What follows belongs to an exercise in optimizing a design on an open flow for small area; a production flow would make more cautious choices. Where RTL was checked, it was by simulation tests only, not by an equivalence proof against the original. Only the layout flow was run in run 1; the RTL was not checked for function there. Power figures rest on the tool's default switching activity, not on a simulated workload.

==> flow/design.v <==
package mips_pipe_pkg;
   typedef logic [32-1:0] word_t;
   typedef logic [5-1:0] reg_addr_t;
   typedef enum logic [3:0] {
      ALU_ADD,
      ALU_SUB,
      ALU_AND,
      ALU_OR,
      ALU_XOR,
      ALU_SLL,
      ALU_SRL,
      ALU_SRA
   } alu_op_t;
   typedef struct packed {
      logic reg_we;
      logic mem_read;
      logic mem_write;
   } ctrl_t;
   typedef struct packed {
      ctrl_t     ctrl;
      alu_op_t   alu_op;
      logic      use_imm;
      word_t     op_a;
      word_t     op_b;
      word_t     imm;
      reg_addr_t dest;
   } ex_payload_t;
   typedef struct packed {
      ctrl_t     ctrl;
      word_t     alu_result;
      word_t     store_data;
      reg_addr_t dest;
   } mem_payload_t;
   typedef struct packed {
      ctrl_t     ctrl;
      word_t     alu_result;
      word_t     load_data;
      reg_addr_t dest;
   } wb_payload_t;
endpackage
module rd_sel (
   input  logic [31:0] sel,
   input  logic [31:0] d,
   output logic        q
);
   logic [10:0] n;
   for (genvar g = 0; g < 11; g++) begin : g_grp
      if (g < 10) begin : g_full
         aoi222 u (.a(sel[3*g]), .b(d[3*g]), .c(sel[3*g+1]), .d(d[3*g+1]),
            .e(sel[3*g+2]), .f(d[3*g+2]), .y(n[g]));
      end else begin : g_last
         aoi222 u (.a(sel[30]), .b(d[30]), .c(sel[31]), .d(d[31]),
            .e(1'b0), .f(1'b0), .y(n[g]));
      end
   end
   assign q = ~&n;
endmodule
module aoi222 (
   input  logic a,
   input  logic b,
   input  logic c,
   input  logic d,
   input  logic e,
   input  logic f,
   output logic y
);
   assign y = ~((a & b) | (c & d) | (e & f));
endmodule
module alu (
   input  logic [31:0] op_a,
   input  logic [31:0] op_b,
   input  logic [15:0] imm,
   input  logic        use_imm,
   input  logic        sext,
   input  logic        do_sub,
   input  logic        is_logic,
   input  logic [1:0]  lop,
   input  logic        is_shift,
   output logic [31:0] result
);
   logic [31:0] b;
   assign b = (!use_imm ? op_b : {{16{sext & imm[15]}}, imm}) ^ {32{do_sub}};
   logic [31:0] g, p;
   assign g = op_a & b;
   assign p = op_a ^ b;
   logic [31:0] c;
   prefix32 pfx_i (.g({g[31:1], g[0] | (p[0] & do_sub)}), .p(p), .c(c[31:1]));
   assign c[0] = do_sub;
   logic [31:0] t, r;
   logic        t_c, t_g;
   assign t_c = !is_logic;
   assign t_g = is_logic && lop == 2'd1;
   assign t = ({32{t_c}} & c) | ({32{t_g}} & g);
   assign r = (is_logic && lop == 2'd0) ? g : (p ^ t);
   logic [31:0] sh_res;
   shifter sh_i (.d(op_b), .shamt(imm[10:6]), .left(!imm[1]), .arith(imm[0]), .q(sh_res));
   assign result = is_shift ? sh_res : r;
endmodule
module prefix32 (
   input  logic [31:0] g,
   input  logic [31:0] p,
   output logic [31:1] c
);
   for (genvar l = 0; l < 9; l++) begin : g_lvl
      localparam int D = (l < 5) ? (1 << l) : (1 << (8 - l));
      logic [31:0] gi, pi, go, po;
      if (l == 0) begin : g_in
         assign gi = g;
         assign pi = p;
      end else begin : g_in
         assign gi = g_lvl[l-1].go;
         assign pi = g_lvl[l-1].po;
      end
      for (genvar i = 0; i < 32; i++) begin : g_bit
         if ((l < 5 && (i + 1) % (2 * D) == 0) ||
             (l >= 5 && (i + 1) % (2 * D) == D && i >= 2 * D)) begin : g_op
            assign go[i] = gi[i] | (pi[i] & gi[i-D]);
            assign po[i] = pi[i] & pi[i-D];
         end else begin : g_pass
            assign go[i] = gi[i];
            assign po[i] = pi[i];
         end
      end
   end
   assign c = g_lvl[8].go[30:0];
endmodule
module shifter (
   input  logic [31:0] d,
   input  logic [4:0]  shamt,
   input  logic        left,
   input  logic        arith,
   output logic [31:0] q
);
   logic [4:0]  amt;
   assign amt = left ? 5'(-shamt) : shamt;
   for (genvar l = 0; l < 5; l++) begin : g_lvl
      logic [31:0] ri, ro;
      if (l == 0) begin : g_in
         assign ri = d;
      end else begin : g_in
         assign ri = g_lvl[l-1].ro;
      end
      assign ro = amt[l] ? {ri[(1 << l) - 1:0], ri[31:(1 << l)]} : ri;
   end
   logic [31:0] keep;
   logic        fill;
   assign fill = arith & d[31];
   always_comb begin
      for (int i = 0; i < 32; i++) begin
         keep[i] = left ? (i >= shamt) : (i < 32 - shamt);
      end
   end
   assign q = (g_lvl[4].ro & keep) | ({32{fill}} & ~keep);
endmodule
module mips_pipe_top (
   input  logic        clk,
   input  logic        rst_b,
   output logic [29:0] inst_addr,
   input  logic [31:0] inst,
   output logic [29:0] mem_addr,
   output logic [31:0] store_data,
   input  logic [31:0] load_data,
   output logic [3:0]  mem_write_en
);
   localparam logic [2:0] K_NOP   = 3'd0;
   localparam logic [2:0] K_RTYPE = 3'd1;
   localparam logic [2:0] K_LW    = 3'd2;
   localparam logic [2:0] K_SW    = 3'd3;
   localparam logic [2:0] K_ANDI  = 3'd4;
   localparam logic [2:0] K_ORI   = 3'd5;
   localparam logic [2:0] K_XORI  = 3'd6;
   localparam logic [2:0] K_ADDIU = 3'd7;
   logic [29:0] pc;
   always_ff @(posedge clk or negedge rst_b) begin
      if (!rst_b) pc <= 30'h00100000;
      else        pc <= pc + 30'd1;
   end
   assign inst_addr = pc;
   logic [2:0] f_kind;
   always_comb begin
      f_kind = K_NOP;
      case (inst[31:26])
         6'h00:
            case (inst[5:0])
               6'h21, 6'h23, 6'h24, 6'h25,
               6'h26, 6'h00, 6'h02, 6'h03:
                  f_kind = (inst[15:11] != 5'd0) ? K_RTYPE : K_NOP;
               default: f_kind = K_NOP;
            endcase
         6'h09: f_kind = (inst[20:16] != 5'd0) ? K_ADDIU : K_NOP;
         6'h0c:  f_kind = (inst[20:16] != 5'd0) ? K_ANDI : K_NOP;
         6'h0d:   f_kind = (inst[20:16] != 5'd0) ? K_ORI : K_NOP;
         6'h0e:  f_kind = (inst[20:16] != 5'd0) ? K_XORI : K_NOP;
         6'h23:    f_kind = K_LW;
         6'h2b:    f_kind = K_SW;
         default:        f_kind = K_NOP;
      endcase
   end
   logic [2:0]  k1, k2;
   logic [25:0] d1, d2;
   logic        byp_a, byp_b;
   logic [4:0]  dest2;
   always_ff @(posedge clk or negedge rst_b) begin
      if (!rst_b) begin
         k1 <= K_NOP;
         k2 <= K_NOP;
      end else begin
         k1 <= f_kind;
         k2 <= k1;
      end
   end
   always_ff @(posedge clk) begin
      d1    <= inst[25:0];
      d2    <= d1;
      byp_a <= k2 != K_LW && dest2 != 5'd0 && dest2 == d1[25:21];
      byp_b <= k2 != K_LW && dest2 != 5'd0 && dest2 == d1[20:16];
   end
   logic [4:0]  rs, rt, rd;
   logic [15:0] imm;
   assign rs  = d2[25:21];
   assign rt  = d2[20:16];
   assign imm = d2[15:0];
   assign rd  = d2[15:11];
   always_comb begin
      case (k2)
         K_RTYPE: dest2 = rd;
         K_LW, K_ANDI, K_ORI, K_XORI, K_ADDIU: dest2 = rt;
         default: dest2 = 5'd0;
      endcase
   end
   logic [4:0]  m_dest;
   logic        m_load, m_store;
   logic [31:0] m_result, m_sd;
   logic [31:0] wr_data;
   logic [31:1][31:0] rf;
   logic [31:1]       vld;
   genvar gi;
   for (gi = 1; gi < 32; gi++) begin : g_rf
      always_ff @(posedge clk) begin
         if (m_dest == gi) rf[gi] <= wr_data;
      end
   end
   always_ff @(posedge clk or negedge rst_b) begin
      if (!rst_b) vld <= '0;
      else if (m_dest != 5'd0) vld[m_dest] <= 1'b1;
   end
   logic [31:0] op_a, op_b;
   logic [31:0] sel_a, sel_b;
   always_comb begin
      sel_a[0] = byp_a;
      sel_b[0] = byp_b;
      for (int i = 1; i < 32; i++) begin
         sel_a[i] = !byp_a && vld[i] && rs == i;
         sel_b[i] = !byp_b && vld[i] && rt == i;
      end
   end
   for (gi = 0; gi < 32; gi++) begin : g_rd
      logic [31:0] col;
      assign col[0] = m_result[gi];
      for (genvar gj = 1; gj < 32; gj++) begin : g_col
         assign col[gj] = rf[gj][gi];
      end
      rd_sel rd_a (.sel(sel_a), .d(col), .q(op_a[gi]));
      rd_sel rd_b (.sel(sel_b), .d(col), .q(op_b[gi]));
   end
   logic is_r, is_shift, do_sub, is_logic, use_imm, sext;
   logic [1:0] lop;
   assign is_r     = k2 == K_RTYPE;
   assign is_shift = is_r && !imm[5];
   assign do_sub   = is_r && imm[5] && !imm[2] && imm[1];
   assign is_logic = (is_r && imm[5] && imm[2]) || k2 == K_ANDI || k2 == K_ORI || k2 == K_XORI;
   assign lop      = is_r ? imm[1:0] : k2[1:0];
   assign use_imm  = !is_r;
   assign sext     = k2 == K_ADDIU || k2 == K_LW || k2 == K_SW;
   logic [31:0] result;
   alu alu_i (.op_a(op_a), .op_b(op_b), .imm(imm), .use_imm(use_imm), .sext(sext),
      .do_sub(do_sub), .is_logic(is_logic), .lop(lop), .is_shift(is_shift),
      .result(result));
   always_ff @(posedge clk or negedge rst_b) begin
      if (!rst_b) begin
         m_dest  <= 5'd0;
         m_load  <= 1'b0;
         m_store <= 1'b0;
      end else begin
         m_dest  <= dest2;
         m_load  <= k2 == K_LW;
         m_store <= k2 == K_SW;
      end
   end
   always_ff @(posedge clk) begin
      m_result <= result;
      m_sd     <= op_b;
   end
   assign mem_addr     = m_result[31:2];
   assign store_data   = m_sd;
   assign mem_write_en = {4{m_store}};
   assign wr_data = m_load ? load_data : m_result;
endmodule
==> flow/run.sh <==
#!/bin/bash
# synth_recipe.tcl (not shown) runs the flow's synth.tcl, then flattens the netlist and writes it again
# the make line also repeats each setting of config.mk as NAME=value (left out here)
make -C /OpenROAD-flow-scripts/flow DESIGN_CONFIG=/design/flow/config.mk WORK_HOME=/design/flow/orfs CLKGATE_MAP_FILE= SYNTH_SCRIPT=/design/flow/synth_recipe.tcl finish
==> flow/config.mk <==
export PLATFORM = sky130hd
export DESIGN_NAME = mips_pipe_top
export DESIGN_NICKNAME = mips_pipe_top
export VERILOG_FILES = /design/flow/design.v
export SDC_FILE = /design/flow/constraint.sdc
export NUM_CORES = 4
export LEC_CHECK = 0
export CAP_MARGIN = 20
export CORE_MARGIN = 2
export CORE_UTILIZATION = 60
export SLEW_MARGIN = 20
export SYNTH_HIERARCHICAL = 1
==> flow/constraint.sdc <==
create_clock -name core_clock -period 6.5 [get_ports {clk}]
set_input_delay 1.3000 -clock core_clock [delete_from_list [all_inputs] [get_ports {clk}]]
set_output_delay 1.3000 -clock core_clock [all_outputs]
set_load 0.01 [all_outputs]
==> flow_summary.toml, run 1 <==
[outcome]
status = "complete, no violations"

[clock_network]
htree_levels = 3
clock-root-buffer = "clkbuf_16"
cts_setup_buffers = 0
ctsHoldBuffers = 0
cts-resized-gates = 0
clk_pin_slew_ns = 0.07
clkLatencyLatePin_ns = 0.76
clockBufferDepth = 3
cts_tree = "done"
cts_made_buffers = 114
cts_sinks = 1184

[power_and_ir_drop]
pwr-share-comb = 0.090
p_leak_nw = 21.3
clock_power_share = 0.395
intPower_mw = 12.9
powerDensity_nw_per_um2 = 281
ir_worst_vdd_mv = 0.269
seq_power_share = 0.515
p_sw_frac = 0.243
p_switching_mw = 4.16

[flow_run]
maxCapViolCount = 0

[worst_setup_path]
r2r_setup_slack_ns = 0.21
regToRegStartpoint = "d2[18]$_DFF_P_"
start_kind = "flop"
path_max_fanout = 17
reg2reg_to = "m_result[31]$_DFF_P_"
crit_required_ns = 7.12
path_class = "flop to flop"
worstSetupEndpointType = "flop"
arrival_ns = 6.92
critical_path.endpoint = "m_result[31]$_DFF_P_"
cp-startpoint = "d2[18]$_DFF_P_"
reg2reg_depth = 19

[sta]
post-route-min-period_ns = 6.29
tightest_slew_ns = 1.24
fmax_ghz = 0.159
slew_violations = 0
setup-violations-final = 0
fin_crit_sh = 0.968
rsz0062_at_grt = "no"
hold_viol = 0
finalClockSkew_ns = 0.0571
fin_tns_setup_ns = 0
holdWs_ns = 0.327
slew_headroom = 0.173

[grt]
grt_pass1_wl_um = 281000
grt_overflow = 0
grt_max_degree = 129
grt_pass1_vias = 40681
antenna_found_initial = 17
grt_use_total = 0.431

[finish]
nets = 4084
utilization = 0.698
final_cells = 5230
layout.cell_area.non_filler_um2 = 60800
area_growth_pct = 14.8
layout-drive-gt1-share = 0.114
fillCellCount = 5905

[logic_synthesis]
synth_area_um2 = 53000
synth_area_per_cell_um2 = 14.6
synthCells = 3617
synth-edff-count = 992
synthTopCellsByArea = "edfxtp_1 (56%), a222oi_1 (13%), dfxtp_1 (4.5%), mux2i_1 (3.8%), dfrtp_1 (3.4%)"
yosysWarnings = 8
ys_seq_area_frac = 0.642
synth_top_area_frac = 0.562
synth_top_cell_by_area = "edfxtp_1"
synth_cell_types = 86
synthArstFlopShare = 0.0625
synth_seq_cells = 1184
synth_flop_cell = "edfxtp_1"

[drt]
drcViolationCount = 0
routed_wirelength_um = 198000
dr.pass1.iters = 15
drt_iter0_markers = 10797
vias = 42230
post_drt_wl_per_cell_um = 37.9
drtAntennaViolNets = 0
vias_per_cell = 8.07

[placed_design]
place_area_um2 = 56900
io_buffers = 161
dpl.hpwl_um = 126000
place_inst = 5007
gp_congestion = 1.03

[die]
start_util = 0.608
die-area_um2 = 90700
pin_count = 162
coreArea_um2 = 87200
dieHeight_um = 301
die_x_um = 301
num_rows = 108

[min_path]
hold_class = "flop to flop"
## cells by family after synthesis
logic type,Yosys count,synth area share
xor gates and xnor gates,75,0.0142
DFF,1184,0.642
adders and majority gates,50,0.0118
and+or+nand+nor,832,0.0918
muxes,236,0.0456
buffers and inverters,186,0.0189
other,64,0.00454
AOI/OAI and AO/OA,990,0.171
## per-module statistics from Yosys, one instance, submodules excluded
| module | area, um2 | cells inside | flops+latches | copies in the design |
|---|---|---|---|---|
| alu | 3160 | 436 | 0 | 1 |
| aoi222 | 10.0 | 1 | 0 | 704 |
| mips_pipe_top | 37500 | 1706 | 1184 | 1 |
| prefix32 | 509 | 81 | 0 | 1 |
| rd_sel | 27.5 | 5 | 0 | 64 |
| shifter | 2960 | 370 | 0 | 1 |
## power by group through the flow
stage	sequential, mW	clock [mW]	combinational (mW)
floorplan	8.87	0	0.911
global placement	8.94	0	1.42
detailed placement	8.95	0	1.47
CTS	8.79	6.76	1.47
global route	8.80	7.06	1.61
finish	8.80	6.76	1.54
## cell usage in the layout (no fill, tap or decap), types with 88 or more instances in the layout
cell	count
a222oi_1	704
buf_4	140
clkbuf_16	117
clkdlybuf4s50_1	160
conb_1	128
dfxtp_1	116
edfxtp_1	992
mux2i_1	201
nand3_1	88
nand4_1	172
## cell usage after synthesis (all sizes together), types with 50 or more instances
master	n
nand3	88
ha	50
and3	71
dfrtp	73
or3	69
a222oi	704
a21oi	56
buf	89
edfxtp	992
nand2b	85
xnor2	57
conb	64
mux2i	203
nand2	70
o21ai	58
inv	51
nor2	119
dfxtp	118
nand4	172
## registers in the layout, summed over array words and instances (netlist names)
| register | flops |
|---|---|
| byp_a | 1 |
| byp_b | 1 |
| d1 | 26 |
| d2 | 26 |
| k1 | 3 |
| k2 | 3 |
| m_dest | 5 |
| m_load | 1 |
| m_result | 32 |
| m_sd | 32 |
| m_store | 1 |
| pc | 30 |
| rf | 992 |
| vld | 31 |
## worst min path at each step
| stage | cells after the start | slack (ns) | from | to |
|---|---|---|---|---|
| after global routing | 0 | 0.33 | d1[6]$_DFF_P_ | d2[6]$_DFF_P_ |
| final | 0 | 0.33 | d1[6]$_DFF_P_ | d2[6]$_DFF_P_ |
| after CTS | 0 | 0.33 | d1[6]$_DFF_P_ | d2[6]$_DFF_P_ |
| after floorplan | 0 | 0.31 | d1[0]$_DFF_P_ | d2[0]$_DFF_P_ |
| after detailed placement | 0 | 0.31 | d1[13]$_DFF_P_ | d2[13]$_DFF_P_ |
| after global placement | 0 | 0.31 | d1[0]$_DFF_P_ | d2[0]$_DFF_P_ |
## metrics by stage
| stage | power (mW) | setup WS (ns) |
|---|---|---|
| final | 17.1 | 0.206 |
| after global routing | 17.5 | 0.0118 |
| after CTS | 17.0 | 0.532 |
| after detailed placement | 10.4 | 0.619 |
| after global placement | 10.4 | 0.626 |
| after floorplan | 9.78 | 0.207 |
## critical path: stages, from the launching register on
cell and delay [ns]:
dfxtp_1 0.46, and2_1 0.24, nor3b_1 0.51, and3_1 0.96, a222oi_1 0.21, nand4_1 0.42, or3_1 0.26, mux2i_1 0.11
xnor2_1 0.17, ha_1 0.34, a21oi_1 0.21, o21ai_0 0.16, a22oi_1 0.43, a21oi_2 0.20, o311a_1 0.40, o41a_1 0.37
a31o_1 0.24, nand2b_1 0.09, a2111oi_0 0.09, nor3b_1 0.25
## routing by layer
layer,global-route usage,vias up,part of all wire
li1,-,16709,-
met1,0.563,20312,0.34
met2,0.628,4298,0.42
met3,0.180,891,0.18
met4,0.196,20,0.057
met5,0.0153,-,0.0018
## area by class of cell
type	count	area, um2	area share
Clock inverter	71	713	0.0117
Clock buffer	146	3150	0.0518
Tap cell	1155	1450	0.0238
Timing Repair Buffer	306	2770	0.0456
Antenna cell	6	15.0	0.000247
Sequential cell	1184	34000	0.559
Multi-Input combinational cell	2311	18500	0.305
Inverter	51	191	0.00315
==> run 2: changes to the inputs <==
--- a/flow/design.v
+++ b/flow/design.v
@@ -79,49 +79,26 @@
    output logic [31:0] result
 );
-   logic [31:0] b;
-   assign b = (!use_imm ? op_b : {{16{sext & imm[15]}}, imm}) ^ {32{do_sub}};
-   logic [31:0] g, p;
-   assign g = op_a & b;
-   assign p = op_a ^ b;
-   logic [31:0] c;
-   prefix32 pfx_i (.g({g[31:1], g[0] | (p[0] & do_sub)}), .p(p), .c(c[31:1]));
-   assign c[0] = do_sub;
-   logic [31:0] t, r;
-   logic        t_c, t_g;
-   assign t_c = !is_logic;
-   assign t_g = is_logic && lop == 2'd1;
-   assign t = ({32{t_c}} & c) | ({32{t_g}} & g);
-   assign r = (is_logic && lop == 2'd0) ? g : (p ^ t);
+   logic [31:0] b, sum;
+   assign b = !use_imm ? op_b : {{16{sext & imm[15]}}, imm};
+   adder add_i (.a(op_a), .b(b ^ {32{do_sub}}), .cin(do_sub), .s(sum));
+   logic [31:0] lres;
+   always_comb begin
+      case (lop)
+         2'd0:    lres = op_a & b;
+         2'd1:    lres = op_a | b;
+         default: lres = op_a ^ b;
+      endcase
+   end
    logic [31:0] sh_res;
    shifter sh_i (.d(op_b), .shamt(imm[10:6]), .left(!imm[1]), .arith(imm[0]), .q(sh_res));
-   assign result = is_shift ? sh_res : r;
-endmodule
-module prefix32 (
-   input  logic [31:0] g,
-   input  logic [31:0] p,
-   output logic [31:1] c
-);
-   for (genvar l = 0; l < 9; l++) begin : g_lvl
-      localparam int D = (l < 5) ? (1 << l) : (1 << (8 - l));
-      logic [31:0] gi, pi, go, po;
-      if (l == 0) begin : g_in
-         assign gi = g;
-         assign pi = p;
-      end else begin : g_in
-         assign gi = g_lvl[l-1].go;
-         assign pi = g_lvl[l-1].po;
-      end
-      for (genvar i = 0; i < 32; i++) begin : g_bit
-         if ((l < 5 && (i + 1) % (2 * D) == 0) ||
-             (l >= 5 && (i + 1) % (2 * D) == D && i >= 2 * D)) begin : g_op
-            assign go[i] = gi[i] | (pi[i] & gi[i-D]);
-            assign po[i] = pi[i] & pi[i-D];
-         end else begin : g_pass
-            assign go[i] = gi[i];
-            assign po[i] = pi[i];
-         end
-      end
-   end
-   assign c = g_lvl[8].go[30:0];
+   assign result = is_shift ? sh_res : (is_logic ? lres : sum);
+endmodule
+module adder (
+   input  logic [31:0] a,
+   input  logic [31:0] b,
+   input  logic        cin,
+   output logic [31:0] s
+);
+   assign s = a + b + {31'd0, cin};
 endmodule
 module shifter (
@@ -132,24 +109,15 @@
    output logic [31:0] q
 );
-   logic [4:0]  amt;
-   assign amt = left ? 5'(-shamt) : shamt;
-   for (genvar l = 0; l < 5; l++) begin : g_lvl
-      logic [31:0] ri, ro;
-      if (l == 0) begin : g_in
-         assign ri = d;
-      end else begin : g_in
-         assign ri = g_lvl[l-1].ro;
-      end
-      assign ro = amt[l] ? {ri[(1 << l) - 1:0], ri[31:(1 << l)]} : ri;
-   end
-   logic [31:0] keep;
+   logic [31:0] rev, sh_in, sh_out;
    logic        fill;
    assign fill = arith & d[31];
    always_comb begin
-      for (int i = 0; i < 32; i++) begin
-         keep[i] = left ? (i >= shamt) : (i < 32 - shamt);
-      end
-   end
-   assign q = (g_lvl[4].ro & keep) | ({32{fill}} & ~keep);
+      for (int i = 0; i < 32; i++) rev[i] = d[31-i];
+   end
+   assign sh_in  = left ? rev : d;
+   assign sh_out = 32'($signed({fill, sh_in}) >>> shamt);
+   always_comb begin
+      for (int i = 0; i < 32; i++) q[i] = left ? sh_out[31-i] : sh_out[i];
+   end
 endmodule
 module mips_pipe_top (
==> run 2 against run 1 <==
Compared with the run above: routed wire length increased by 5.8%; register-to-register slack improved by 0.07 ns; critical endpoint is now m_result[30]$_DFF_P_; worst setup slack improved by 0.069 ns; count of clock-buffer cells in the layout decreased by 4.
==> flow_summary.toml, run 2 <==
[power_and_ir_drop]
p_leak_nw = 22.1
pwr-share-comb = 0.095
clock_power_share = 0.398
seq_power_share = 0.506
p_sw_frac = 0.250
powerDensity_nw_per_um2 = 278
power.total_mw = 17.4
ir_worst_vdd_mv = 0.263
p_switching_mw = 4.35
intPower_mw = 13.1

[finish]
utilization = 0.694
layout_common_cells = "edfxtp_1 (992), a222oi_1 (704), nand2_1 (163), clkdlybuf4s50_1 (160), buf_4 (149)"
final_cells = 5505
layout.cell_area.non_filler_um2 = 62600
top_regs = "rf: 992 flops, m_result: 32 flops, m_sd: 32 flops"
largest_register_ff_count = 992
nets = 4403
top_register = "rf"
seq_area_um2 = 34000
fillCellCount = 6103
layout-drive-gt1-share = 0.123
final_common_cell = "edfxtp_1"
multiInputGateArea_um2 = 20000
area_growth_pct = 14.4

[sta]
fmax_ghz = 0.161
finalClockSkew_ns = 0.0892
post-route-min-period_ns = 6.22
fin_crit_sh = 0.958
fin_tns_setup_ns = 0
slew_headroom = 0.165
tightest_slew_ns = 1.24
fin_ws_ns = 0.275
holdWs_ns = 0.314
setup-violations-final = 0
rsz0062_at_grt = "no"
hold_viol = 0
slew_violations = 0

[clock_network]
clk_pin_slew_ns = 0.07
cts_made_buffers = 114
clkLatencyLatePin_ns = 0.76
cts_setup_buffers = 0
cts_tree = "done"
cts_sinks = 1184
htree_levels = 3
ctsHoldBuffers = 0
clockBufferDepth = 3
clock-root-buffer = "clkbuf_16"
cts-resized-gates = 0

[worst_setup_path]
reg2reg_to = "m_result[30]$_DFF_P_"
reg2reg_depth = 20
worstSetupEndpointType = "flop"
arrival_ns = 6.80
start_kind = "flop"
r2r_setup_slack_ns = 0.28
regToRegStartpoint = "d2[19]$_DFF_P_"
path_max_fanout = 31
crit_required_ns = 7.08
path_class = "flop to flop"

[placed_design]
io_buffers = 161
gp_congestion = 1.03
place_area_um2 = 58600
dpl.hpwl_um = 132000
place_ws_ns = 0.658
place_inst = 5284

[logic_synthesis]
synth_top_family_by_area = "compound AO/OA/AOI/OAI gates"
synth-simple-area-share = 0.0852
synth_cell_types = 103
yosysWarnings = 9
synthTopCellsByArea = "edfxtp_1 (54%), a222oi_1 (13%), dfxtp_1 (4.3%), dfrtp_1 (3.3%), ha_1 (2.5%)"
synth_area_um2 = 54800
synth_fa_ha_area_frac = 0.0254
synth_seq_cells = 1184
synth_flop_cell = "edfxtp_1"
synth_xor_area_frac = 0.0158
synth_area_per_cell_um2 = 14.1
synth-compound-area-share = 0.184
ys_seq_area_frac = 0.621
synthCells = 3881
synth.most_common_cell = "edfxtp_1"
synth_top_cell_by_area = "edfxtp_1"
synth_top_area_frac = 0.544
synth-edff-count = 992
synthArstFlopShare = 0.0625
synth_commonest_cells = "edfxtp_1 (992), a222oi_1 (704), nand2_1 (163)"
muxShareOfSynthArea = 0.0420

[die]
pin_count = 162
die_x_um = 306
start_util = 0.606
die-area_um2 = 93700
coreArea_um2 = 90300
num_rows = 110
dieHeight_um = 306

[grt]
antenna_found_initial = 12
grt_pass1_vias = 42963
grt_max_degree = 75
grt_use_total = 0.439
grt_overflow = 0
grt_pass1_wl_um = 298000

[drt]
drt_iter0_markers = 10723
post_drt_wl_per_cell_um = 38.1
dr.pass1.iters = 15
vias_per_cell = 8.08
drtAntennaViolNets = 0
vias = 44460
routed_wirelength_um = 209000
drcViolationCount = 0

[min_path]
hold_class = "flop to flop"
hold-path-endpoint = "d2[14]$_DFF_P_"
hp-start = "d1[14]$_DFF_P_"
whs_path_depth = 0

[flow_run]
maxCapViolCount = 0

[outcome]
status = "complete, no violations"
==> run 2: changes by cell type after synthesis, sizes merged, moves of 37 or more <==
| cell | before | now |
|---|---|---|
| mux4 | 0 | 39 |
| a21oi | 56 | 93 |
| o211ai | 5 | 63 |
| nand2b | 85 | 26 |
| mux2i | 203 | 79 |
| ha | 50 | 108 |
| nand2 | 70 | 164 |
| inv | 51 | 104 |
==> run 2: metal layers <==
layer | global-route usage | wire (um)
met5 | 0.00413 | 95
met1 | 0.561 | 69000
met2 | 0.658 | 90400
met4 | 0.214 | 13900
met3 | 0.169 | 36100
==> run 2: how the worst max path moves through the flow <==
stage                   startpoint                   end  slack [ns]  depth (start not counted)
floorplan            byp_b$_DFF_P_  m_result[16]$_DFF_P_        0.81                         19
global placement    d2[20]$_DFF_P_  m_result[29]$_DFF_P_        0.78                         21
detailed placement  d2[19]$_DFF_P_  m_result[30]$_DFF_P_        0.66                         20
CTS                 d2[19]$_DFF_P_  m_result[30]$_DFF_P_        0.63                         20
global route        d2[18]$_DFF_P_  m_result[31]$_DFF_P_        0.15                         22
finish              d2[19]$_DFF_P_  m_result[30]$_DFF_P_        0.28                         20
==> run 2: area by class of cell <==
type | instances | share of cell area
Clock inverter | 73 | 0.0140
Antenna cell | 3 | 0.000120
Clock buffer | 142 | 0.0486
Inverter | 105 | 0.00629
Multi-Input combinational cell | 2509 | 0.320
Timing Repair Buffer | 313 | 0.0451
Tap cell | 1176 | 0.0235
Sequential cell | 1184 | 0.543
==> run 2: kinds of logic after synthesis <==
| group | Yosys count |
|---|---|
| AO/OA/AOI/OAI | 1133 |
| flip-flops | 1184 |
| buffers and inverters | 252 |
| adder cells (fa/ha/maj) | 110 |
| XOR/XNOR | 98 |
| AND/OR/NAND/NOR | 866 |
| other | 64 |
| multiplexers | 174 |
==> run 2: power groups by stage <==
stage | clock network [mW] | logic [mW] | registers, mW
after detailed placement | 0 | 1.57 | 8.97
final | 6.94 | 1.66 | 8.82
after CTS | 6.93 | 1.58 | 8.81
after global placement | 0 | 1.51 | 8.96
after global routing | 7.23 | 1.72 | 8.82
after floorplan | 0 | 0.947 | 8.87
==> run 2: worst max-delay path: stages (launching register included) <==
cell and delay [ns]:
dfxtp_1 0.46, nor2b_1 0.37, nor3b_1 0.39, and3_1 0.29, buf_4 0.50, a222oi_1 0.21
nand4_1 0.31, or3_1 0.60, mux2i_1 0.18, buf_4 0.20, xnor2_1 0.12, ha_1 0.32
nand3_1 0.13, nor4_1 0.32, nand4_1 0.19, a31oi_1 0.59, a41oi_1 0.24, xnor2_1 0.17
nor2b_1 0.13, a31oi_1 0.16, o211ai_1 0.11
==> run 2: Yosys stat by module (local to each module, per instance) <==
module	times used	cell area [um2]	flops+latches
mips_pipe_top	1	37500	1184
shifter	1	3710	0
alu	1	2960	0
adder	1	1820	0
rd_sel	64	27.5	0
aoi222	704	10.0	0
==> run 3: changes to the inputs <==
--- a/flow/design.v
+++ b/flow/design.v
@@ -74,50 +74,103 @@
    input  logic        sext,
    input  logic        do_sub,
-   input  logic        is_logic,
-   input  logic [1:0]  lop,
    input  logic        is_shift,
+   input  logic        t_c,        
+   input  logic        t_g,        
+   input  logic        t_p,        
    output logic [31:0] result
 );
-   logic [31:0] b, sum;
-   assign b = !use_imm ? op_b : {{16{sext & imm[15]}}, imm};
-   adder add_i (.a(op_a), .b(b ^ {32{do_sub}}), .cin(do_sub), .s(sum));
-   logic [31:0] lres;
-   always_comb begin
-      case (lop)
-         2'd0:    lres = op_a & b;
-         2'd1:    lres = op_a | b;
-         default: lres = op_a ^ b;
-      endcase
-   end
    logic [31:0] sh_res;
-   shifter sh_i (.d(op_b), .shamt(imm[10:6]), .left(!imm[1]), .arith(imm[0]), .q(sh_res));
-   assign result = is_shift ? sh_res : (is_logic ? lres : sum);
-endmodule
-module adder (
-   input  logic [31:0] a,
-   input  logic [31:0] b,
-   input  logic        cin,
-   output logic [31:0] s
-);
-   assign s = a + b + {31'd0, cin};
+   shifter sh_i (.d(op_b), .amt(imm[10:6]), .left(!imm[1]), .arith(imm[0]),
+      .q(sh_res));
+   logic [31:0] sh_rev;
+   always_comb begin
+      for (int i = 0; i < 32; i++) sh_rev[i] = sh_res[31-i];
+   end
+   logic [31:0] b;
+   always_comb begin
+      if (use_imm)        b = {{16{sext & imm[15]}}, imm};
+      else if (!is_shift) b = op_b ^ {32{do_sub}};
+      else                b = 32'd0;
+   end
+   logic [31:0] g, p;
+   assign g = op_a & b;
+   assign p = op_a ^ b;
+   logic [31:0] c;
+   prefix32 pfx_i (.g({g[31:1], g[0] | (p[0] & do_sub)}), .p(p), .c(c[31:1]));
+   assign c[0] = do_sub;
+   logic t_r, t_l;
+   assign t_r = is_shift && imm[1];
+   assign t_l = is_shift && !imm[1];
+   assign result = p ^ (({32{t_c}} & c) | ({32{t_g}} & g) | ({32{t_p}} & p) |
+                        ({32{t_r}} & sh_res) | ({32{t_l}} & sh_rev));
+endmodule
+module prefix32 (
+   input  logic [31:0] g,
+   input  logic [31:0] p,
+   output logic [31:1] c
+);
+   for (genvar l = 0; l < 9; l++) begin : g_lvl
+      localparam int D = (l < 5) ? (1 << l) : (1 << (8 - l));
+      logic [31:0] gi, pi, go, po;
+      if (l == 0) begin : g_in
+         assign gi = g;
+         assign pi = p;
+      end else begin : g_in
+         assign gi = g_lvl[l-1].go;
+         assign pi = g_lvl[l-1].po;
+      end
+      for (genvar i = 0; i < 32; i++) begin : g_bit
+         if ((l < 5 && (i + 1) % (2 * D) == 0) ||
+             (l >= 5 && (i + 1) % (2 * D) == D && i >= 2 * D)) begin : g_op
+            assign go[i] = gi[i] | (pi[i] & gi[i-D]);
+            assign po[i] = pi[i] & pi[i-D];
+         end else begin : g_pass
+            assign go[i] = gi[i];
+            assign po[i] = pi[i];
+         end
+      end
+   end
+   assign c = g_lvl[8].go[30:0];
 endmodule
 module shifter (
    input  logic [31:0] d,
-   input  logic [4:0]  shamt,
+   input  logic [4:0]  amt,
    input  logic        left,
    input  logic        arith,
    output logic [31:0] q
 );
-   logic [31:0] rev, sh_in, sh_out;
-   logic        fill;
+   logic fill;
    assign fill = arith & d[31];
-   always_comb begin
-      for (int i = 0; i < 32; i++) rev[i] = d[31-i];
-   end
-   assign sh_in  = left ? rev : d;
-   assign sh_out = 32'($signed({fill, sh_in}) >>> shamt);
-   always_comb begin
-      for (int i = 0; i < 32; i++) q[i] = left ? sh_out[31-i] : sh_out[i];
-   end
+   logic [31:0] drev, dn;
+   for (genvar i = 0; i < 32; i++) begin : g_in
+      assign drev[i] = d[31-i];
+      mux2i m (.a(d[i]), .b(drev[i]), .s(left), .y(dn[i]));
+   end
+   for (genvar l = 0; l < 5; l++) begin : g_lvl
+      logic [31:0] ri, ro;
+      logic        f;
+      if (l == 0) begin : g_in
+         assign ri = dn;
+      end else begin : g_in
+         assign ri = g_lvl[l-1].ro;
+      end
+      assign f = (l % 2 == 0) ? ~fill : fill;
+      for (genvar i = 0; i < 32; i++) begin : g_bit
+         if (i + (1 << l) < 32) begin : g_sh
+            mux2i m (.a(ri[i]), .b(ri[i + (1 << l)]), .s(amt[l]), .y(ro[i]));
+         end else begin : g_fill
+            mux2i m (.a(ri[i]), .b(f), .s(amt[l]), .y(ro[i]));
+         end
+      end
+   end
+   assign q = g_lvl[4].ro;
+endmodule
+module mux2i (
+   input  logic a,
+   input  logic b,
+   input  logic s,
+   output logic y
+);
+   assign y = ~(s ? b : a);
 endmodule
 module mips_pipe_top (
@@ -178,6 +231,8 @@
       end
    end
+   logic       f_shift;
+   assign f_shift = inst[31:26] == 6'h00 && inst[5] == 1'b0;
    always_ff @(posedge clk) begin
-      d1    <= inst[25:0];
+      d1    <= {f_shift ? 5'd0 : inst[25:21], inst[20:0]};
       d2    <= d1;
       byp_a <= k2 != K_LW && dest2 != 5'd0 && dest2 == d1[25:21];
@@ -243,6 +298,6 @@
    logic [31:0] result;
    alu alu_i (.op_a(op_a), .op_b(op_b), .imm(imm), .use_imm(use_imm), .sext(sext),
-      .do_sub(do_sub), .is_logic(is_logic), .lop(lop), .is_shift(is_shift),
-      .result(result));
+      .do_sub(do_sub), .is_shift(is_shift), .t_c(!is_logic),
+      .t_g(is_logic && !lop[1]), .t_p(is_logic && lop == 2'd0), .result(result));
    always_ff @(posedge clk or negedge rst_b) begin
       if (!rst_b) begin
--- a/flow/config.mk
+++ b/flow/config.mk
@@ -8,5 +8,7 @@
 export CAP_MARGIN = 20
 export CORE_MARGIN = 2
-export CORE_UTILIZATION = 60
+export CORE_UTILIZATION = 50
+export CTS_CLUSTER_DIAMETER = 150
+export CTS_CLUSTER_SIZE = 20
 export SLEW_MARGIN = 20
 export SYNTH_HIERARCHICAL = 1
==> run 3 against run 2 <==
Compared with the run above: total power fell by 17%; count of clock-buffer cells in the layout fell by 22; critical endpoint unchanged; area after synthesis fell by 7.3%; die area rose by 11%; largest power group unchanged; sequential cell count did not move; critical path type unchanged; clock skew fell by 0.059 ns; still clean; combinational power fell by 23%; routed wire length fell by 5.9%; worst setup slack got worse by 0.10 ns.
==> flow_summary.toml, run 3 <==
[outcome]
status = "complete, no violations"

[die]
pin_count = 162
dieHeight_um = 323
num_rows = 116
die_x_um = 323
die-area_um2 = 104000
coreArea_um2 = 100000
start_util = 0.506

[sta]
tightest_slew_ns = 1.22
finalClockSkew_ns = 0.0306
fin_tns_setup_ns = 0
rsz0062_at_grt = "no"
fin_ws_ns = 0.174
holdWs_ns = 0.329
fmax_ghz = 0.158
slew_headroom = 0.185
setup-violations-final = 0
hold_viol = 0
slew_violations = 0
fin_crit_sh = 0.973
post-route-min-period_ns = 6.33

[grt]
grt_overflow = 0
grt_pass1_vias = 36409
antenna_found_initial = 22
grt_use_total = 0.370
grt_pass1_wl_um = 272000
grtUsageMet3 = 0.124
top_usage_layer = "met2"
grt_max_degree = 75
gr-usage-met1 = 0.516
grtUsageMet2 = 0.547

[power_and_ir_drop]
p_switching_mw = 3.52
pwr-share-comb = 0.087
p_leak_nw = 19.9
seq_power_share = 0.599
powerDensity_nw_per_um2 = 253
clock_power_share = 0.314
intPower_mw = 11.0
power.total_mw = 14.5
p_sw_frac = 0.243
ir_worst_vdd_mv = 0.193

[logic_synthesis]
synthCells = 3244
synthArstFlopShare = 0.0625
yosysWarnings = 8
synth_top_family_by_area = "compound AO/OA/AOI/OAI gates"
synth_area_per_cell_um2 = 15.7
synth_fa_ha_area_frac = 0.0111
synth_seq_cells = 1184
synth.most_common_cell = "edfxtp_1"
synth_flop_cell = "edfxtp_1"
synth_top_area_frac = 0.587
synth_xor_area_frac = 0.0152
synth-compound-area-share = 0.171
muxShareOfSynthArea = 0.0512
synth_top_cell_by_area = "edfxtp_1"
synth-simple-area-share = 0.0669
synth_commonest_cells = "edfxtp_1 (992), a222oi_1 (720), mux2i_1 (224)"
synthTopCellsByArea = "edfxtp_1 (59%), a222oi_1 (14%), dfxtp_1 (4.7%), mux2i_1 (4.4%), dfrtp_1 (3.6%)"
synth_cell_types = 76
synth_area_um2 = 50800
synth-edff-count = 992
ys_seq_area_frac = 0.670

[placed_design]
place_ws_ns = 0.364
place_area_um2 = 55400
dpl.hpwl_um = 128000
io_buffers = 161
gp_congestion = 1.02

[finish]
layout_common_cells = "edfxtp_1 (992), a222oi_1 (720), mux2i_1 (224), clkdlybuf4s50_1 (160), nand4_1 (133)"
layout.cell_area.non_filler_um2 = 57400
area_growth_pct = 13.1
layout-drive-gt1-share = 0.0969
top_register = "rf"
largest_register_ff_count = 992
final_common_cell = "edfxtp_1"
nets = 3719
top_regs = "rf: 992 flops, m_result: 32 flops, m_sd: 32 flops"

[clock_network]
cts_tree = "done"
cts_sinks = 1184
ctsHoldBuffers = 0
clock-root-buffer = "clkbuf_16"
cts_made_buffers = 69
cts_setup_buffers = 0
htree_levels = 3
clk_pin_slew_ns = 0.10
cts-resized-gates = 0
clkLatencyLatePin_ns = 0.68
clockBufferDepth = 3

[min_path]
hold_class = "flop to flop"

[worst_setup_path]
crit_family = "compound AO/OA/AOI/OAI gates"
start_kind = "flop"
crit_required_ns = 7.07
crit_top_cell = "o21ai_0"
arrival_ns = 6.89
path_buf_inv = 1
path_max_fanout = 25
worstPathCellList = "nand2b_1 -> nor2_1 -> and3_1 -> buf_4 -> a222oi_1 -> nand4_1 -> or3_1 -> xnor2_1 -> o21ai_0 -> ha_1 -> a21oi_1 -> o21ai_0 -> a2111oi_2 -> a21oi_2 -> o311a_1 -> o41a_1 -> a21o_1 -> a222oi_1 -> o21ai_0 -> xor2_1"
crit_slowest_cell = "or3_1"
max_stage_delay_ns = 0.54
worstSetupEndpointType = "flop"
path_class = "flop to flop"

[drt]
vias_per_cell = 7.68
post_drt_wl_per_cell_um = 39.2
routed_wirelength_um = 197000
drcViolationCount = 0
drtAntennaViolNets = 0
dr.pass1.iters = 14
vias = 38592
drt_iter0_markers = 9627

[flow_run]
maxCapViolCount = 0
[run 3: cell types whose count changed after synthesis, sizes merged, moves of 24 or more]
cell,change
mux2i,+145
nand2,-106
inv,-84
a21oi,-75
nor2,-68
ha,-63
o211ai,-60
buf,-46
mux4,-39
o22ai,-29
clkbuf,-28
mux2,-24
[run 3: worst paths after layout]
check                          startpoint              endpoint  slack [ns]  cells past startpoint
setup reg to reg            byp_b$_DFF_P_  m_result[30]$_DFF_P_        0.17                     20
min in group asynchronous           rst_b      pc[11]$_DFF_PN0_        0.77                      1
hold reg to reg            d1[10]$_DFF_P_        d2[10]$_DFF_P_        0.33                      0
max in group asynchronous           rst_b      m_load$_DFF_PN0_        5.02                      1
setup / recovery            byp_b$_DFF_P_  m_result[30]$_DFF_P_        0.17                     20
hold / removal             d1[10]$_DFF_P_        d2[10]$_DFF_P_        0.33                      0
[run 3: per-layer routing]
metal | share of wire | up-vias
met5 | 0.00055 | -
met4 | 0.038 | 14
li1 | - | 15367
met1 | 0.37 | 19359
met2 | 0.43 | 3357
met3 | 0.16 | 495
[run 3: power by group through the flow]
stage               logic [mW]  clock network, mW  registers (mW)
finish                    1.27               4.56            8.70
global route              1.32               4.85            8.71
CTS                       1.22               4.62            8.69
detailed placement        1.21                  0            8.87
global placement          1.18                  0            8.86
floorplan                0.665                  0            8.82
[run 3: Yosys stat by module, one instance, submodules excluded]
module	times used	cell area, um2	cells inside	flops+latches
prefix32	1	509	81	0
shifter	1	10.0	2	0
aoi222	704	10.0	1	0
mips_pipe_top	1	37300	1672	1184
alu	1	2240	273	0
rd_sel	64	27.5	5	0
mux2i	192	10.0	1	0
[run 3: through the flow]
step | cells | util
6_report | 5024 | 0.572
5_1_grt | 5019 | 0.572
4_1_cts | 5019 | 0.571
3_5_place_dp | 4894 | 0.551
3_3_place_gp | 4894 | 0.551
2_1_floorplan | 3308 | -
[run 3: kinds of logic (layout without fill, tap and decap cells)]
kind of cell,count (synthesis),after routing
buffers and inverters,93,447
and+or+nand+nor,597,597
xor gates and xnor gates,87,87
DFF,1184,1184
other,64,133
adders and majority gates,45,45
AOI/OAI and AO/OA,918,918
muxes,256,256
[run 3: area by class of cell]
cell class                 instances  area, um2
fill                            7907      43000
tap                             1357       1700
clock inverter                     5       70.1
clock buffer                     120       1940
inverter                          20       75.1
multi-input combinational       2031      16700
timing repair buffer             302       2870
sequential                      1184      34000
antenna                            5       12.5
[run 3: worst reg2reg max path: cells and delay by family (launching register included)]
| kind | cells | cell delay [ns] |
|---|---|---|
| AO/OA/AOI/OAI | 11 | 3.06 |
| buffers and inverters | 1 | 0.41 |
| XOR/XNOR | 2 | 0.34 |
| flip-flops | 1 | 0.44 |
| AND/OR/NAND/NOR | 5 | 1.59 |
| adder cells (fa/ha/maj) | 1 | 0.36 |
==> run 4: changes to the inputs <==
--- a/flow/design.v
+++ b/flow/design.v
@@ -50,6 +50,5 @@
             .e(sel[3*g+2]), .f(d[3*g+2]), .y(n[g]));
       end else begin : g_last
-         aoi222 u (.a(sel[30]), .b(d[30]), .c(sel[31]), .d(d[31]),
-            .e(1'b0), .f(1'b0), .y(n[g]));
+         assign n[g] = ~((sel[30] & d[30]) | (sel[31] & d[31]));
       end
    end
@@ -80,11 +79,7 @@
    output logic [31:0] result
 );
-   logic [31:0] sh_res;
+   logic [31:0] sh_n;
    shifter sh_i (.d(op_b), .amt(imm[10:6]), .left(!imm[1]), .arith(imm[0]),
-      .q(sh_res));
-   logic [31:0] sh_rev;
-   always_comb begin
-      for (int i = 0; i < 32; i++) sh_rev[i] = sh_res[31-i];
-   end
+      .qn(sh_n));
    logic [31:0] b;
    always_comb begin
@@ -99,9 +94,6 @@
    prefix32 pfx_i (.g({g[31:1], g[0] | (p[0] & do_sub)}), .p(p), .c(c[31:1]));
    assign c[0] = do_sub;
-   logic t_r, t_l;
-   assign t_r = is_shift && imm[1];
-   assign t_l = is_shift && !imm[1];
    assign result = p ^ (({32{t_c}} & c) | ({32{t_g}} & g) | ({32{t_p}} & p) |
-                        ({32{t_r}} & sh_res) | ({32{t_l}} & sh_rev));
+                        ({32{is_shift}} & ~sh_n));
 endmodule
 module prefix32 (
@@ -110,6 +102,6 @@
    output logic [31:1] c
 );
-   for (genvar l = 0; l < 9; l++) begin : g_lvl
-      localparam int D = (l < 5) ? (1 << l) : (1 << (8 - l));
+   for (genvar l = 0; l < 5; l++) begin : g_lvl
+      localparam int D = 1 << l;
       logic [31:0] gi, pi, go, po;
       if (l == 0) begin : g_in
@@ -121,8 +113,8 @@
       end
       for (genvar i = 0; i < 32; i++) begin : g_bit
-         if ((l < 5 && (i + 1) % (2 * D) == 0) ||
-             (l >= 5 && (i + 1) % (2 * D) == D && i >= 2 * D)) begin : g_op
-            assign go[i] = gi[i] | (pi[i] & gi[i-D]);
-            assign po[i] = pi[i] & pi[i-D];
+         localparam int J = (i / (2 * D)) * (2 * D) + D - 1;
+         if ((i % (2 * D)) >= D) begin : g_op
+            assign go[i] = gi[i] | (pi[i] & gi[J]);
+            assign po[i] = pi[i] & pi[J];
          end else begin : g_pass
             assign go[i] = gi[i];
@@ -131,5 +123,5 @@
       end
    end
-   assign c = g_lvl[8].go[30:0];
+   assign c = g_lvl[4].go[30:0];
 endmodule
 module shifter (
@@ -138,39 +130,37 @@
    input  logic        left,
    input  logic        arith,
-   output logic [31:0] q
+   output logic [31:0] qn
 );
    logic fill;
    assign fill = arith & d[31];
-   logic [31:0] drev, dn;
-   for (genvar i = 0; i < 32; i++) begin : g_in
-      assign drev[i] = d[31-i];
-      mux2i m (.a(d[i]), .b(drev[i]), .s(left), .y(dn[i]));
-   end
    for (genvar l = 0; l < 5; l++) begin : g_lvl
       logic [31:0] ri, ro;
-      logic        f;
+      logic        sl, sr, sn, z, f;
       if (l == 0) begin : g_in
-         assign ri = dn;
+         assign ri = d;
       end else begin : g_in
          assign ri = g_lvl[l-1].ro;
       end
-      assign f = (l % 2 == 0) ? ~fill : fill;
+      assign sl = amt[l] & left;
+      assign sr = amt[l] & ~left;
+      assign sn = ~amt[l];
+      assign z = (l % 2 == 0) ? 1'b0 : 1'b1;
+      assign f = (l % 2 == 0) ? fill : ~fill;
       for (genvar i = 0; i < 32; i++) begin : g_bit
-         if (i + (1 << l) < 32) begin : g_sh
-            mux2i m (.a(ri[i]), .b(ri[i + (1 << l)]), .s(amt[l]), .y(ro[i]));
-         end else begin : g_fill
-            mux2i m (.a(ri[i]), .b(f), .s(amt[l]), .y(ro[i]));
+         logic vl, vr;
+         if (i >= (1 << l)) begin : g_l
+            assign vl = ri[i - (1 << l)];
+         end else begin : g_l
+            assign vl = z;
+         end
+         if (i + (1 << l) < 32) begin : g_r
+            assign vr = ri[i + (1 << l)];
+         end else begin : g_r
+            assign vr = f;
          end
+         aoi222 m (.a(sl), .b(vl), .c(sr), .d(vr), .e(sn), .f(ri[i]), .y(ro[i]));
       end
    end
-   assign q = g_lvl[4].ro;
-endmodule
-module mux2i (
-   input  logic a,
-   input  logic b,
-   input  logic s,
-   output logic y
-);
-   assign y = ~(s ? b : a);
+   assign qn = g_lvl[4].ro;
 endmodule
 module mips_pipe_top (
--- a/flow/config.mk
+++ b/flow/config.mk
@@ -9,6 +9,7 @@
 export CORE_MARGIN = 2
 export CORE_UTILIZATION = 50
-export CTS_CLUSTER_DIAMETER = 150
-export CTS_CLUSTER_SIZE = 20
+export CTS_CLUSTER_DIAMETER = 100
+export CTS_CLUSTER_SIZE = 25
+export SETUP_SLACK_MARGIN = 0.15
 export SLEW_MARGIN = 20
 export SYNTH_HIERARCHICAL = 1
==> run 4 against run 3 <==
Compared with the run above: sequential power is 3.2% lower; routed wire length decreased by 1.6%; register-to-register slack hardly changed; first-iteration DRC count is 1.1% lower.
==> flow_summary.toml, run 4 <==
[outcome]
status = "complete, no violations"

[finish]
layout.cell_area.non_filler_um2 = 56400
fillCellCount = 7852
largest_register_ff_count = 992
layout-drive-gt1-share = 0.119
nets = 3613
multiInputGateArea_um2 = 16200
final_cells = 4836
area_growth_pct = 11.9
utilization = 0.564
seq_area_um2 = 34000
final_common_cell = "edfxtp_1"
top_register = "rf"
layout_common_cells = "edfxtp_1 (992), a222oi_1 (832), clkdlybuf4s50_1 (160), buf_4 (151), nand4_1 (135)"
top_regs = "rf: 992 flops, m_result: 32 flops, m_sd: 32 flops"

[logic_synthesis]
synth_area_per_cell_um2 = 15.9
synth_top_area_frac = 0.591
synth-edff-count = 992
synth_seq_cells = 1184
synth_area_um2 = 50400
synthTopCellsByArea = "edfxtp_1 (59%), a222oi_1 (17%), dfxtp_1 (4.7%), dfrtp_1 (3.6%), nand4_1 (1.7%)"
yosysWarnings = 8
synthCells = 3175
synth_flop_cell = "edfxtp_1"
synth_cell_types = 78
synth_top_cell_by_area = "edfxtp_1"
synth_commonest_cells = "edfxtp_1 (992), a222oi_1 (832), nand4_1 (135)"
ys_seq_area_frac = 0.675
synth.most_common_cell = "edfxtp_1"
synthArstFlopShare = 0.0625

[power_and_ir_drop]
ir_worst_vdd_mv = 0.218
p_leak_nw = 18.3
power.total_mw = 13.1
powerDensity_nw_per_um2 = 232

[clock_network]
cts_tree = "done"
clk_pin_slew_ns = 0.11
ctsHoldBuffers = 0
cts_made_buffers = 54
cts_sinks = 1184
htree_levels = 2
clockBufferDepth = 3
clkLatencyLatePin_ns = 0.71
clock-root-buffer = "clkbuf_16"

[sta]
rsz0062_at_grt = "yes"
post-route-min-period_ns = 6.31
tightest_slew_ns = 1.25
finalClockSkew_ns = 0.0312
fmax_ghz = 0.158
fin_crit_sh = 0.971
fin_ws_ns = 0.188
setup-violations-final = 0
slew_headroom = 0.169
hold_viol = 0
slew_violations = 0
fin_tns_setup_ns = 0
holdWs_ns = 0.335

[worst_setup_path]
reg2reg_to = "m_result[7]$_DFF_P_"
reg2reg_depth = 15
cp-startpoint = "d2[16]$_DFF_P_"
r2r_setup_slack_ns = 0.19
start_kind = "flop"
crit_top_cell = "a222oi_1"
path_max_fanout = 11
path_class = "flop to flop"
crit_required_ns = 7.13
arrival_ns = 6.94
crit_slowest_cell = "a222oi_1"
worstSetupEndpointType = "flop"
regToRegStartpoint = "d2[16]$_DFF_P_"
worstPathCellList = "nor2b_1 -> and3_1 -> buf_4 -> a222oi_1 -> nand4_1 -> or4_4 -> a222oi_1 -> a222oi_1 -> a222oi_1 -> a222oi_1 -> a222oi_1 -> buf_4 -> inv_1 -> a222oi_1 -> mux2i_1"
max_stage_delay_ns = 0.81

[drt]
dr.pass1.iters = 15
drcViolationCount = 0
drt_iter0_markers = 9520
vias = 38602
drtAntennaViolNets = 0
vias_per_cell = 7.98
routed_wirelength_um = 194000
post_drt_wl_per_cell_um = 40.1

[die]
dieHeight_um = 321
die-area_um2 = 103000
coreArea_um2 = 100000
pin_count = 162
die_x_um = 321
start_util = 0.504
num_rows = 116

[min_path]
hold-path-endpoint = "d2[1]$_DFF_P_"
whs_path_depth = 0
hp-start = "d1[1]$_DFF_P_"
hold_class = "flop to flop"

[placed_design]
gp_congestion = 0.955
dpl.hpwl_um = 127000
io_buffers = 161
place_ws_ns = 0.0803
place_inst = 4727
place_area_um2 = 54600

[grt]
grt_pass1_wl_um = 271000
antenna_found_initial = 10
grt_overflow = 0
grt_pass1_vias = 36505
grt_use_total = 0.367
grt_max_degree = 75

[flow_run]
maxCapViolCount = 0
## run 4: changes by cell type in the layout (fill, tap and decap cells not counted), sizes merged, moves of 38 or more
cell / before / now
conb: 128 / 31
nand3: 85 / 18
nand2: 58 / 126
or4: 6 / 70
or3: 69 / 8
a222oi: 720 / 832
clkbuf: 120 / 82
mux2i: 224 / 33
a22o: 18 / 67
## run 4: worst max-delay path by stage
stage | to | slack [ns] | cells past startpoint
after floorplan | m_result[22]$_DFF_P_ | 0.32 | 15
after global placement | m_result[29]$_DFF_P_ | 0.03 | 16
after detailed placement | m_result[7]$_DFF_P_ | 0.08 | 16
after CTS | m_result[7]$_DFF_P_ | 0.16 | 15
after global routing | m_result[2]$_DFF_P_ | 0.10 | 16
final | m_result[7]$_DFF_P_ | 0.19 | 15
## run 4: final cells by class
type / count / area share
Antenna cell: 3 / 0.000133
Clock buffer: 82 / 0.0264
Clock inverter: 7 / 0.00106
Inverter: 49 / 0.00326
Multi-Input combinational cell: 1895 / 0.287
Sequential cell: 1184 / 0.603
Tap cell: 1298 / 0.0288
Timing Repair Buffer: 318 / 0.0508
## run 4: repair_timing
action	CTS	global route
setup endpoints to repair	4	24
gates resized for setup	6	26
pin swaps	2	24
setup buffers	0	13
## run 4: logic make-up after synthesis
logic type / after synthesis / share of synthesized area
AOI/OAI and AO/OA: 1048 / 0.197
muxes: 65 / 0.0137
other: 2 / 0.000149
xor gates and xnor gates: 71 / 0.0126
adders and majority gates: 45 / 0.0112
and+or+nand+nor: 635 / 0.0771
DFF: 1184 / 0.675
buffers and inverters: 125 / 0.0135
## run 4: metal layers
layer	vias to the layer above	track usage	part of all wire
met3	376	0.127	0.16
met4	10	0.108	0.031
met5	-	0	0.00033
met2	3185	0.550	0.44
met1	19554	0.505	0.37
li1	15477	-	-
## run 4: where the power goes
part	switching, mW	leakage (nW)	internal (mW)
clock	2.38	0.748	1.60
sequential	0.0775	10.1	8.34
combinational	0.493	7.45	0.202
total	2.95	18.3	10.1
## run 4: modules after synthesis (local to each module, per instance)
module         cells  flip-flops and latches  cell area (um2)
mips_pipe_top   1677                    1184            37400
alu              267                       0             2030
prefix32          92                       0              567
shifter           19                       0             98.8
rd_sel             5                       0             36.3
aoi222             1                       0             10.0
## run 4: critical path, delay by kind of cell, from the launching register on
family	cells	cell delay [ns]
AOI/OAI and AO/OA	7	3.11
buffers and inverters	3	0.60
DFF	1	0.37
muxes	1	0.22
and+or+nand+nor	4	1.90
==> run 5: changes to the inputs <==
==> flow/flow/run.sh (new file) <==
#!/bin/bash
# The standard layout (standard.sh, its synthesis unchanged) with two
# changes: the port buffers use the smallest buffer cell, and the clock
# tree is built without dummy loads.  The make output goes to
# standard_flow.log here; each ORFS step keeps its own log under orfs/logs.
set -euo pipefail
bash standard.sh \
   "BUFFER_PORTS_ARGS=-buffer_cell sky130_fd_sc_hd__buf_1" \
   "CTS_ARGS=-sink_clustering_enable -repair_clock_nets -sink_clustering_size 25 -sink_clustering_max_diameter 100 -dont_use_dummy_load" \
   finish > standard_flow.log 2>&1
==> flow/standard.sh (new file) <==
#!/bin/bash
# synth_recipe.tcl (not shown) runs the flow's synth.tcl, then flattens the netlist and writes it again
# the make line also repeats each setting of config.mk as NAME=value (left out here)
make -C /OpenROAD-flow-scripts/flow DESIGN_CONFIG=/design/flow/config.mk WORK_HOME=/design/flow/orfs CLKGATE_MAP_FILE= SYNTH_SCRIPT=/design/flow/synth_recipe.tcl "${@:-finish}"
removed: flow/run.sh
==> run 5 against run 4 <==
Compared with the run above: final cell count is 0.66% lower; worst setup slack better by 0.077 ns; sequential share of layout area is 1.3 points higher; hold slack hardly changed; global-route usage is 0.083 points lower; maximum frequency is 1.2% higher; sequential power hardly changed; count of clock-buffer cells in the layout is 27 lower; sequential cell count stayed put; die area stayed put; critical path depth stayed put.
==> flow_summary.toml, run 5 <==
[drt]
drtAntennaViolNets = 0
vias_per_cell = 8.09
routed_wirelength_um = 194000
drt_iter0_markers = 10405
vias = 38862
dr.pass1.iters = 17
post_drt_wl_per_cell_um = 40.4
drcViolationCount = 0

[sta]
fin_crit_sh = 0.959
tightest_slew_ns = 1.14
rsz0062_at_grt = "no"
holdWs_ns = 0.335
slew_violations = 0
setup-violations-final = 0
post-route-min-period_ns = 6.24
hold_viol = 0
slew_headroom = 0.238
fmax_ghz = 0.160
fin_tns_setup_ns = 0
finalClockSkew_ns = 0.0963

[power_and_ir_drop]
seq_power_share = 0.653
ir_worst_vdd_mv = 0.219
intPower_mw = 10.0
clock_power_share = 0.297
p_switching_mw = 2.88
pwr-share-comb = 0.051
p_leak_nw = 17.9
p_sw_frac = 0.224
powerDensity_nw_per_um2 = 234

[worst_setup_path]
arrival_ns = 6.86
path_class = "flop to flop"
crit_slowest_cell = "or4_4"
worstSetupEndpointType = "flop"
path_max_fanout = 14
start_kind = "flop"
crit_required_ns = 7.12
max_stage_delay_ns = 0.77
r2r_setup_slack_ns = 0.26
worstPathCellList = "nor2b_1 -> and3_4 -> buf_4 -> a222oi_1 -> nand4_1 -> or4_4 -> a222oi_1 -> a222oi_1 -> a222oi_1 -> a222oi_1 -> a222oi_1 -> buf_4 -> inv_1 -> a222oi_1 -> mux2i_1"
crit_top_cell = "a222oi_1"

[finish]
largest_register_ff_count = 992
area_growth_pct = 9.60
nets = 3618
top_regs = "rf: 992 flops, m_result: 32 flops, m_sd: 32 flops"
layout_common_cells = "edfxtp_1 (992), a222oi_1 (832), buf_1 (160), buf_4 (157), nand4_1 (135)"
final_common_cell = "edfxtp_1"
top_register = "rf"
layout-drive-gt1-share = 0.118

[clock_network]
clockBufferDepth = 3
cts_sinks = 1184
clkLatencyLatePin_ns = 0.73
ctsHoldBuffers = 0
cts_tree = "done"
htree_levels = 2
clk_pin_slew_ns = 0.10
clock-root-buffer = "clkbuf_16"
cts_made_buffers = 55

[grt]
grt_max_degree = 75
grt_pass1_vias = 36412
antenna_found_initial = 13
grt_use_total = 0.366
grt_overflow = 0
grt_pass1_wl_um = 271000

[logic_synthesis]
synth_commonest_cells = "edfxtp_1 (992), a222oi_1 (832), nand4_1 (135)"
synth_area_um2 = 50400
synth_xor_area_frac = 0.0126
muxShareOfSynthArea = 0.0137
synthCells = 3175
synth_top_cell_by_area = "edfxtp_1"
synthTopCellsByArea = "edfxtp_1 (59%), a222oi_1 (17%), dfxtp_1 (4.7%), dfrtp_1 (3.6%), nand4_1 (1.7%)"
synth-compound-area-share = 0.197
synth_fa_ha_area_frac = 0.0112
synth_area_per_cell_um2 = 15.9
synth-simple-area-share = 0.0771
yosysWarnings = 8
synth_seq_cells = 1184
ys_seq_area_frac = 0.675
synth.most_common_cell = "edfxtp_1"
synthArstFlopShare = 0.0625
synth_flop_cell = "edfxtp_1"
synth_top_area_frac = 0.591
synth-edff-count = 992
synth_cell_types = 78
synth_top_family_by_area = "compound AO/OA/AOI/OAI gates"

[die]
dieHeight_um = 321
pin_count = 162
start_util = 0.504
die_x_um = 321
die-area_um2 = 103000
coreArea_um2 = 100000
num_rows = 116

[placed_design]
io_buffers = 161
dpl.hpwl_um = 126000
gp_congestion = 0.945

[outcome]
status = "complete, no violations"

[min_path]
hold_class = "flop to flop"

[flow_run]
maxCapViolCount = 0
[run 5: power groups by stage]
stage | Clock (mW) | Sequential, mW | Combinational [mW]
2_1_floorplan | 0 | 8.55 | 0.371
3_3_place_gp | 0 | 8.58 | 0.608
3_5_place_dp | 0 | 8.59 | 0.627
4_1_cts | 3.86 | 8.41 | 0.628
5_1_grt | 4.08 | 8.43 | 0.687
6_report | 3.83 | 8.42 | 0.653
[run 5: final timing paths]
check,cells past startpoint,to,startpoint
hold reg to reg,0,d2[1]$_DFF_P_,d1[1]$_DFF_P_
setup reg to reg,15,m_result[3]$_DFF_P_,d2[17]$_DFF_P_
min in group asynchronous,1,pc[10]$_DFF_PN0_,rst_b
max in group asynchronous,1,m_load$_DFF_PN0_,rst_b
setup / recovery,15,m_result[3]$_DFF_P_,d2[17]$_DFF_P_
hold / removal,0,d2[1]$_DFF_P_,d1[1]$_DFF_P_
[run 5: logic make-up (layout without fill, tap and decap cells)]
logic type | after synthesis | in the layout
buf+inv | 125 | 426
mux | 65 | 65
fa+ha+maj | 45 | 45
simple gates | 635 | 635
other cells | 2 | 32
xor+xnor | 71 | 71
flops | 1184 | 1184
compound gates | 1048 | 1048
[run 5: worst max-delay path, delay by kind of cell (launching register included)]
kind,cells,cell delay (ns)
AND/OR/NAND/NOR,4,1.99
flip-flops,1,0.37
AO/OA/AOI/OAI,7,3.05
multiplexers,1,0.24
buffers and inverters,3,0.48
[run 5: timing repair]
action / 4_1_cts / 5_1_grt
setup buffers: 0 / 14
gates resized for setup: 0 / 24
setup endpoints to repair: 0 / 20
[run 5: layout make-up]
type	instances	area [um2]
antenna	1	2.50
clock buffer	55	1380
fill	7940	44800
inverter	49	184
multi-input combinational	1895	16200
sequential	1184	34000
tap	1298	1620
timing repair buffer	322	1870
[run 5: per-module statistics from Yosys (local to each module, per instance)]
module,flops+latches,cell area [um2],copies in the design
alu,0,2030,1
aoi222,0,10.0,800
mips_pipe_top,1184,37400,1
prefix32,0,567,1
rd_sel,0,36.3,64
shifter,0,98.8,1
[run 5: metrics by stage]
stage,setup slack [ns],area (um2),utilization,std cells,total power [mW]
finish,0.265,55200,0.552,4804,12.9
global route,0.150,55200,0.552,4803,13.2
CTS,0.168,55100,0.551,4788,12.9
detailed placement,0.222,53700,0.537,4733,9.21
global placement,0.0764,53700,0.537,4733,9.19
floorplan,0.324,50500,-,3204,8.92
[run 5: layer usage]
layer | global-route usage | share of wire
met3 | 0.109 | 0.15
met2 | 0.544 | 0.43
met5 | 0 | 0.00055
met1 | 0.511 | 0.37
met4 | 0.129 | 0.040

==> separate check: timing with driven ports <==
In the flow no input, the clock included, has a driving cell. The finished layouts below were timed again as built, in two steps.
Step 1 (the two cells are an assumption about what drives the block):
set clk [get_ports {clk}]
set_driving_cell -lib_cell sky130_fd_sc_hd__clkbuf_16 $clk
set_driving_cell -lib_cell sky130_fd_sc_hd__buf_2 [delete_from_list [all_inputs] $clk]
Step 2 also shifts input and output timing later by t, the mid clock arrival at the registers, as if the neighbouring blocks saw the same clock.
a / b / c = ideal / step 1 / step 2; a / b = the first two.
run | shift t [ns] | setup slack, ns | clock arrival spread, ns | pins driven straight from the clock port
run 1 | 0.799 | 0.206 / 0.206 / 0.206 | 0.058 / 0.057 | 1
run 2 | 0.791 | 0.275 / 0.275 / 0.275 | 0.089 / 0.090 | 1
run 3 | 0.738 | 0.174 / 0.174 / 0.174 | 0.034 / 0.034 | 1
run 4 | 0.768 | 0.188 / 0.188 / 0.188 | 0.031 / 0.031 | 1
run 5 | 0.762 | 0.265 / 0.265 / 0.265 | 0.100 / 0.101 | 1
After both steps every run listed still meets setup and hold.
